From an optimization exercise on the open Yosys and OpenROAD flow, aimed at small area and a short achievable clock period; shortcuts taken in it are not production practice.
Only simulation tests tie the RTL to the original design; equivalence was not proved.
Power figures rest on the tool's default switching activity, not on a simulated workload.

==> flow/design.v <==
module dmem_responder #(
  parameter int DEPTH       = 32,
  parameter int WAIT_CYCLES = 2
) (
  input  logic              Clk,
  input  logic              Rst,
  input  logic              reqValid,
  output logic              reqReady,
  input  logic              reqWrite,
  input  logic [63:0]       reqAddr,
  input  logic [1:0]        reqSize,
  input  logic [63:0]       reqWData,
  output logic              respValid,
  input  logic              respReady,
  output logic [63:0]       respRData,
  output logic              respErr,
  output logic [63:0]       dMemOut
);
  localparam int NS  = 32;   
  localparam int GAP = 3;    
  logic s_idle, s_w1, s_w2, s_resp;
  logic [2:0]  off_q;
  logic [4:0]  idx_q;
  logic [1:0]  size_q;
  logic        err_q;
  logic        st_ok_q;    
  logic        ld_ok_q;    
  logic [NS-1:0] rsel_q;   
  logic [4:0]  cnt;
  logic [63:0] wb;
  logic [4:0]  wb_idx;
  logic        wb_pend;    
  logic        commit;
  logic busy_o, rv_o;
  assign reqReady  = ~busy_o;
  assign respValid = rv_o;
  logic [63:0] rw;         
  assign respErr   = err_q;
  assign commit    = s_w2 & st_ok_q;
  logic       req_err;
  logic [2:0] req_amask;
  logic [4:0] req_slot;
  always_comb begin
    case (reqSize)
      2'd0:    req_amask = 3'b000;
      2'd1:    req_amask = 3'b001;
      2'd2:    req_amask = 3'b011;
      default: req_amask = 3'b111;
    endcase
  end
  assign req_err  = ((reqAddr[2:0] & req_amask) != 3'b000) || (reqAddr[63:8] != 56'd0);
  assign req_slot = reqAddr[7:3] + cnt + 5'd1;
  logic [63:0] wrep;
  always_comb begin
    for (int l = 0; l < 8; l++) begin
      case (reqSize)
        2'd0:    wrep[8*l +: 8] = reqWData[7:0];
        2'd1:    wrep[8*l +: 8] = reqWData[8*(l%2) +: 8];
        2'd2:    wrep[8*l +: 8] = reqWData[8*(l%4) +: 8];
        default: wrep[8*l +: 8] = reqWData[8*l +: 8];
      endcase
    end
  end
  logic [7:0] lmask;
  always_comb begin
    for (int l = 0; l < 8; l++) begin
      case (size_q)
        2'd0:    lmask[l] = st_ok_q & (3'(l) == off_q);
        2'd1:    lmask[l] = st_ok_q & (2'(l >> 1) == off_q[2:1]);
        2'd2:    lmask[l] = st_ok_q & (1'(l >> 2) == off_q[2]);
        default: lmask[l] = st_ok_q;
      endcase
    end
  end
  logic [63:0] ldata;
  logic [7:0]  b0, b1, b2, b3;
  always_comb begin
    b0 = rw[8*off_q +: 8];
    b1 = rw[8*{off_q[2:1], 1'b1} +: 8];
    b2 = rw[8*{off_q[2], 2'b10} +: 8];
    b3 = rw[8*{off_q[2], 2'b11} +: 8];
    ldata = {
      (size_q == 2'd3) ? rw[63:32] : 32'd0,
      (size_q[1])      ? {b3, b2}        : 16'd0,
      (size_q != 2'd0) ? b1              : 8'd0,
      b0
    };
    if (!ld_ok_q) ldata = 64'd0;
  end
  logic [63:0] slot_q [NS];
  logic [NS-1:0] ins_q;
  logic        wb_hit;     
  logic [4:0]  wb_slot_n;
  logic        wb_pend_n;
  assign wb_hit    = |ins_q;
  assign wb_pend_n = commit | (wb_pend & ~wb_hit);
  assign wb_slot_n = (commit ? idx_q : wb_idx) + cnt + 5'd2;
  for (genvar j = 0; j < NS; j++) begin : g_slot
    logic [63:0] q;
    if (j % GAP == 0) begin : g_ld
      always_ff @(posedge Clk) q <= ins_q[j] ? wb : g_slot[(j + NS - 1) % NS].q;
    end else begin : g_sh
      always_ff @(posedge Clk) q <= g_slot[(j + NS - 1) % NS].q;
    end
    assign slot_q[j] = q;
  end
  logic [63:0] rraw, rword;
  logic        fwd;
  for (genvar b = 0; b < 64; b++) begin : g_rd
    logic [NS-1:0] col;
    for (genvar j = 0; j < NS; j++) begin : g_col
      assign col[j] = slot_q[j][b];
    end
    dmem_rd_bit u_rd (.d(col), .sel(rsel_q), .q(rraw[b]));
  end
  assign fwd   = wb_pend & (wb_idx == idx_q);
  assign rword = fwd ? wb : rraw;
  always_ff @(posedge Clk or posedge Rst) begin
    if (Rst) begin
      s_idle <= 1'b1;
      s_w1   <= 1'b0;
      s_w2   <= 1'b0;
      s_resp <= 1'b0;
      busy_o <= 1'b0;
      rv_o   <= 1'b0;
    end else begin
      s_idle <= (s_idle & ~reqValid) | (s_resp & respReady);
      s_w1   <= s_idle & reqValid;
      s_w2   <= s_w1;
      s_resp <= s_w2 | (s_resp & ~respReady);
      busy_o <= (~busy_o & reqValid) | (busy_o & ~(rv_o & respReady));
      rv_o   <= s_w2 | (rv_o & ~respReady);
    end
  end
  always_ff @(posedge Clk) begin
    if (s_idle) begin
      off_q   <= reqAddr[2:0];
      idx_q   <= reqAddr[7:3];
      size_q  <= reqSize;
      err_q   <= req_err;
      st_ok_q <= reqWrite & ~req_err;
      ld_ok_q <= ~reqWrite & ~req_err;
    end
  end
  always_ff @(posedge Clk) begin
    cnt <= cnt + 5'd1;
    for (int j = 0; j < NS; j++) rsel_q[j] <= (req_slot == 5'(j));
  end
  always_ff @(posedge Clk) begin
    if (s_idle) begin
      rw <= wrep;
    end else begin
      for (int l = 0; l < 8; l++)
        rw[8*l +: 8] <= lmask[l] ? rw[8*l +: 8] : rword[8*l +: 8];
    end
  end
  always_ff @(posedge Clk) begin
    if (s_w2) respRData <= ldata;
  end
  always_ff @(posedge Clk) begin
    if (commit) begin
      wb     <= rw;
      wb_idx <= idx_q;
    end
    wb_pend <= wb_pend_n;
    for (int j = 0; j < NS; j++)
      ins_q[j] <= (j % GAP == 0) && wb_pend_n && (wb_slot_n == 5'(j));
  end
  always_ff @(posedge Clk or posedge Rst) begin
    if (Rst)         dMemOut <= 64'd0;
    else if (commit) dMemOut <= rw;
  end
endmodule
module dmem_rd_bit (
  input  logic [31:0] d,
  input  logic [31:0] sel,
  output logic [0:0]  q
);
  logic [10:0] grp_n;
  for (genvar g = 0; g < 10; g++) begin : g_grp
    dmem_aoi222 u_aoi (.d(d[3*g +: 3]), .s(sel[3*g +: 3]), .y(grp_n[g]));
  end
  dmem_aoi22 u_aoi_last (.d(d[31:30]), .s(sel[31:30]), .y(grp_n[10]));
  assign q = ~&grp_n;
endmodule
module dmem_aoi222 (
  input  logic [2:0] d,
  input  logic [2:0] s,
  output logic       y
);
  assign y = ~|(d & s);
endmodule
module dmem_aoi22 (
  input  logic [1:0] d,
  input  logic [1:0] s,
  output logic       y
);
  assign y = ~|(d & s);
endmodule
==> flow/flow/run.sh <==
#!/bin/bash
# The standard layout (standard.sh), with two changes to how it is made:
#  - every port still gets its own buffer, but a plain buf_2 instead of the
#    delay-cell buffer buffer_ports picks by default;
#  - clock tree synthesis adds no dummy loads.
# Each tool's output goes to standard.log (and ORFS's own logs under orfs/).
set -o pipefail
cd "$(dirname "$0")/.."
export BUFFER_PORTS_ARGS="-buffer_cell sky130_fd_sc_hd__buf_2"
export CTS_ARGS="-sink_clustering_enable -repair_clock_nets -dont_use_dummy_load -sink_clustering_size 24 -sink_clustering_max_diameter 50"
bash standard.sh > standard.log 2>&1
==> flow/standard.sh <==
#!/bin/bash
# synth_recipe.tcl (not shown) runs the flow's synth.tcl, then flattens the netlist and writes it again
# the make line also repeats each setting of config.mk as NAME=value (left out here)
make -C /OpenROAD-flow-scripts/flow DESIGN_CONFIG=/design/flow/config.mk WORK_HOME=/design/flow/orfs CLKGATE_MAP_FILE= SYNTH_SCRIPT=/design/flow/synth_recipe.tcl "${@:-finish}"
==> flow/config.mk <==
export PLATFORM = sky130hd
export DESIGN_NAME = dmem_responder
export DESIGN_NICKNAME = dmem_responder
export VERILOG_FILES = /design/flow/design.v
export SDC_FILE = /design/flow/constraint.sdc
export NUM_CORES = 4
export LEC_CHECK = 0
export CAP_MARGIN = 20
export CORE_MARGIN = 2
export CORE_UTILIZATION = 40
export SETUP_SLACK_MARGIN = 2.5
export SLEW_MARGIN = 20
export SYNTH_HIERARCHICAL = 1
export SYNTH_MINIMUM_KEEP_SIZE = 0
==> flow/constraint.sdc <==
create_clock -name core_clock -period 5.0 [get_ports {Clk}]
set_input_delay 1.0000 -clock core_clock [delete_from_list [all_inputs] [get_ports {Clk}]]
set_output_delay 1.0000 -clock core_clock [all_outputs]
set_load 0.01 [all_outputs]
==> run summary <==
Worst Clk Skew: 0.0906 ns
Reg clk slew, reported paths: 0.08 ns
Syn Nets: 5,092
die width: 429 um
MaxCap Viol Count: 0
Worst Setup Start Kind: flop
Synth Area in Simple Gates: 4.07%
Avg WL per Cell: 36.2 um
met3 global-route usage: 5.92%
complex-gate fraction of the synthesized area: 11.9%
WP data arrival: 3.30 ns
Commonest cells post-synth: 2,101 x dfxtp_1, 774 x mux2_2, 640 x a222oi_1
top cells by area, synth: dfxtp_1 58%, mux2_2 12%, a222oi_1 8.9%
Num CTS Buffers: 163
Vias: 49.2k
most common cell in the netlist: dfxtp_1
depth of the CTS H-tree: 4
final worst path period share: 52.6%
core area: 180,000 sq um
Static Leak: 31.7 nW
CP Class: flop to flop
die area: 184,000 sq um
drt pass-1 iters: 13
Finish-stage setup viols: 0
GRT Util Overall: 28.9%
vias in the first global route: 48.2k
Yosys reg bits: 2,377
mux share of post-synthesis cell area: 13.1%
total I/O pin count: 266
RSZ-0062 raised after global routing: true
global-route wire length before repair: 377,000 um
Yosys warnings: 8
FP Rows: 156
Chip Height: 429 um
GP Congestion: 0.981
Non-Filler Instances: 7,691
Final nets: 5,469
Crit path required time: 5.67 ns
Root Driver: clkbuf_16
IO Port Bufs: 265
global route hottest layer: met2
Starting DRT DRC Count: 9,045
post-synthesis sequential area ratio: 69.2%
area of the mapped netlist: 72,300 sq um
met2 usage: 45.6%
Via-to-Cell Ratio: 6.40
number of synthesized flops with an enable pin: 206
# fillers: 15.9k
Rel. slew slack: 22.3%
hpwl dp: 156,000 um
worst skew pair latency: 0.84 ns
largest net degree at the start of global routing: 67
fin. max-slew vios: 0
post-synthesis adder-cell area fraction: 0.332%
min Tclk post-route: 2.63 ns
CTS tree: done
Final Hold Fails: 0
Syn Inst Count: 4,939
Synth Flop Type: dfxtp_1
async set-or-reset flop fraction in the synthesized netlist: 2.94%
CP Max Fanout: 5
setup TNS: 0 ns
DRC: 0
synth unique cells: 52
initial core utilization: 40.1%
gr ovfl total: 0
Hold Crit Class: flop to flop
share of the synthesized area in the top cell type: 58.2%
share of layout cells above drive strength 1: 29.0%
status: no timing/DRC/antenna violations
area grow syn2layout: 13.7%
Yosys top cell by area: dfxtp_1
placed insts: 7,454
Clock Path Buffers: 3
achievable frequency: 380 MHz
peak supply drop: 380 uV
met1 GRT Util: 35.5%
initial antenna violation count: 12
xor-xnor portion of the synthesized cell area: 0.258%
cts hold-fix bufs: 0
Pwr Density: 560 nW/um^2
Num Clock Sinks: 2,377
CP Capture Type: flop
routed wire length: 278,000 um
worst slew pin tran: 1.16 ns
syn avg cell area: 14.6 sq um
largest family of logic cells by synthesized area: multiplexers
DRT antenna net count: 0
==> Yosys stat by module (local to each module, per instance) <==
| module | cells | flip-flops and latches |
|---|---|---|
| dmem_aoi222 | 1 | 0 |
| dmem_rd_bit | 4 | 0 |
| dmem_aoi22 | 1 | 0 |
| dmem_responder | 3979 | 2377 |
==> layout make-up <==
| cell class | count | area, sq um | share of cell area, % |
|---|---|---|---|
| clock buffer | 163 | 4080 | 4.96 |
| timing repair inverter | 1 | 7.51 | 0.00913 |
| timing repair buffer | 419 | 3070 | 3.73 |
| inverter | 19 | 92.6 | 0.113 |
| antenna | 7 | 17.5 | 0.0213 |
| sequential | 2377 | 50200 | 61.0 |
| multi-input combinational | 2335 | 21800 | 26.5 |
| tap | 2370 | 2970 | 3.61 |
==> report_power, final <==
group	leakage [nW]	switching, W	total, W	internal [W]
sequential	20.0	0.00404	0.0292	0.0251
clock	2.01	0.00623	0.0120	0.00575
combinational	9.68	0.00231	0.00486	0.00255
total	31.7	0.0126	0.0460	0.0334
==> cells in the final DEF, fill, tap and decap left out, types with 10 or more instances in the layout <==
cell       instances
a22oi_1           44
nand3_1           73
nor2_1            21
buf_4             96
a222oi_1         640
dfxtp_1         2058
mux2i_1           47
o21ai_0           32
dfxtp_4           43
and2_1            34
mux4_2            10
edfxtp_1         206
a21oi_1           60
buf_6             23
nand4_1          132
nor4_1            19
nor3_1            25
a211oi_1          21
dfrtp_1           61
buf_12            37
a221o_1           14
buf_2            261
nor3_2            11
a31oi_1           10
nor2b_1           27
clkbuf_16        164
or3_1             65
inv_1             13
a22oi_2           64
nand2_1          109
mux2_2           772
==> what timing repair did <==
action | CTS | global route
gates resized for setup | 39 | 24
endpoints found under the setup margin | 243 | 67
buffers inserted | 30 | 31
pin swaps | 7 | 13
gates cloned | 4 | 2
==> sequential cells by signal (all words and copies together), names as in the netlist, 2 cells and up, named ones only <==
| name | cells |
|---|---|
| off_q | 3 |
| wb | 64 |
| wb_idx | 4 |
| idx_q | 5 |
| rsel_q | 32 |
| cnt | 5 |
| respRData | 64 |
| ins_q | 11 |
| rw | 64 |
| size_q | 2 |
| dMemOut | 64 |
| g_slot.q | 2048 |
==> path summary, 6_finish.rpt <==
path                                         startpoint                      end  slack [ns]  depth (start not counted)
worst min register to register  g_slot[3].q[12]$_DFF_P_  g_slot[4].q[12]$_DFF_P_        0.31                          0
worst max register to register        st_ok_q$_DFFE_PP_        ins_q[12]$_DFF_P_        2.37                          9
worst min-delay path            g_slot[3].q[12]$_DFF_P_  g_slot[4].q[12]$_DFF_P_        0.31                          0
worst max-delay path                  st_ok_q$_DFFE_PP_        ins_q[12]$_DFF_P_        2.37                          9
min in group asynchronous                           Rst   dMemOut[3]$_DFFE_PP0N_        0.34                          3
max in group asynchronous                           Rst  dMemOut[36]$_DFFE_PP0N_        3.95                          3
==> stage by stage <==
stage	setup slack, ns	util, %	area, sq um	hold slack (ns)	total power (W)
4_1_cts	2.31	45.4	81700	0.306	0.0458
5_1_grt	2.22	45.6	82200	0.312	0.0475
3_3_place_gp	1.47	42.7	77000	0.332	0.0336
6_report	2.37	45.6	82200	0.309	0.0460
3_5_place_dp	1.53	42.7	77000	0.334	0.0338
2_1_floorplan	1.58	-	72500	0.330	0.0307
==> layer usage <==
layer | part of all wire [%] | routed length, um
met5 | 0.0054 | 15
met4 | 7.8 | 21700
met3 | 10 | 28300
met2 | 45 | 126000
met1 | 37 | 102000
==> cells by family after synthesis <==
group,Yosys count
AO/OA/AOI/OAI,916
multiplexers,834
buffers and inverters,232
AND/OR/NAND/NOR,544
flip-flops,2377
adder cells (fa/ha/maj),18
XOR/XNOR,18
==> critical path, cell delays in order (launching register included) <==
cell and delay (ns):
edfxtp_1 0.48, nand2_8 0.15, mux2_4 0.34, ha_4 0.30, ha_4 0.19, a21o_1 0.16
a21oi_2 0.14, xor3_1 0.27, or3_4 0.35, nor3_2 0.11

-- static timing again, ports no longer ideal --
The results above use ideal ports. As a check the final layout listed here was re-extracted and re-timed, cells and wires unchanged. Step 1 (the two cells are an assumption about what drives the block):
set clk [get_ports {Clk}]
set_driving_cell -lib_cell sky130_fd_sc_hd__clkbuf_16 $clk
set_driving_cell -lib_cell sky130_fd_sc_hd__buf_2 [delete_from_list [all_inputs] $clk]
Step 2 also shifts input and output timing later by t, the mid clock arrival at the registers, as if the neighbouring blocks saw the same clock. Three values: no drivers, after step 1, after step 2; two values: the first two.
t (ns): 0.880
setup WS [ns]: 2.370 / 2.336 / 1.651
hold WS [ns]: 0.309 / 0.283 / 0.309
worst setup path at the end: input to register
After both steps setup and hold are still met in this run. The setup slack of this run moves by -0.034 ns with the drivers and by -0.719 ns with both steps.
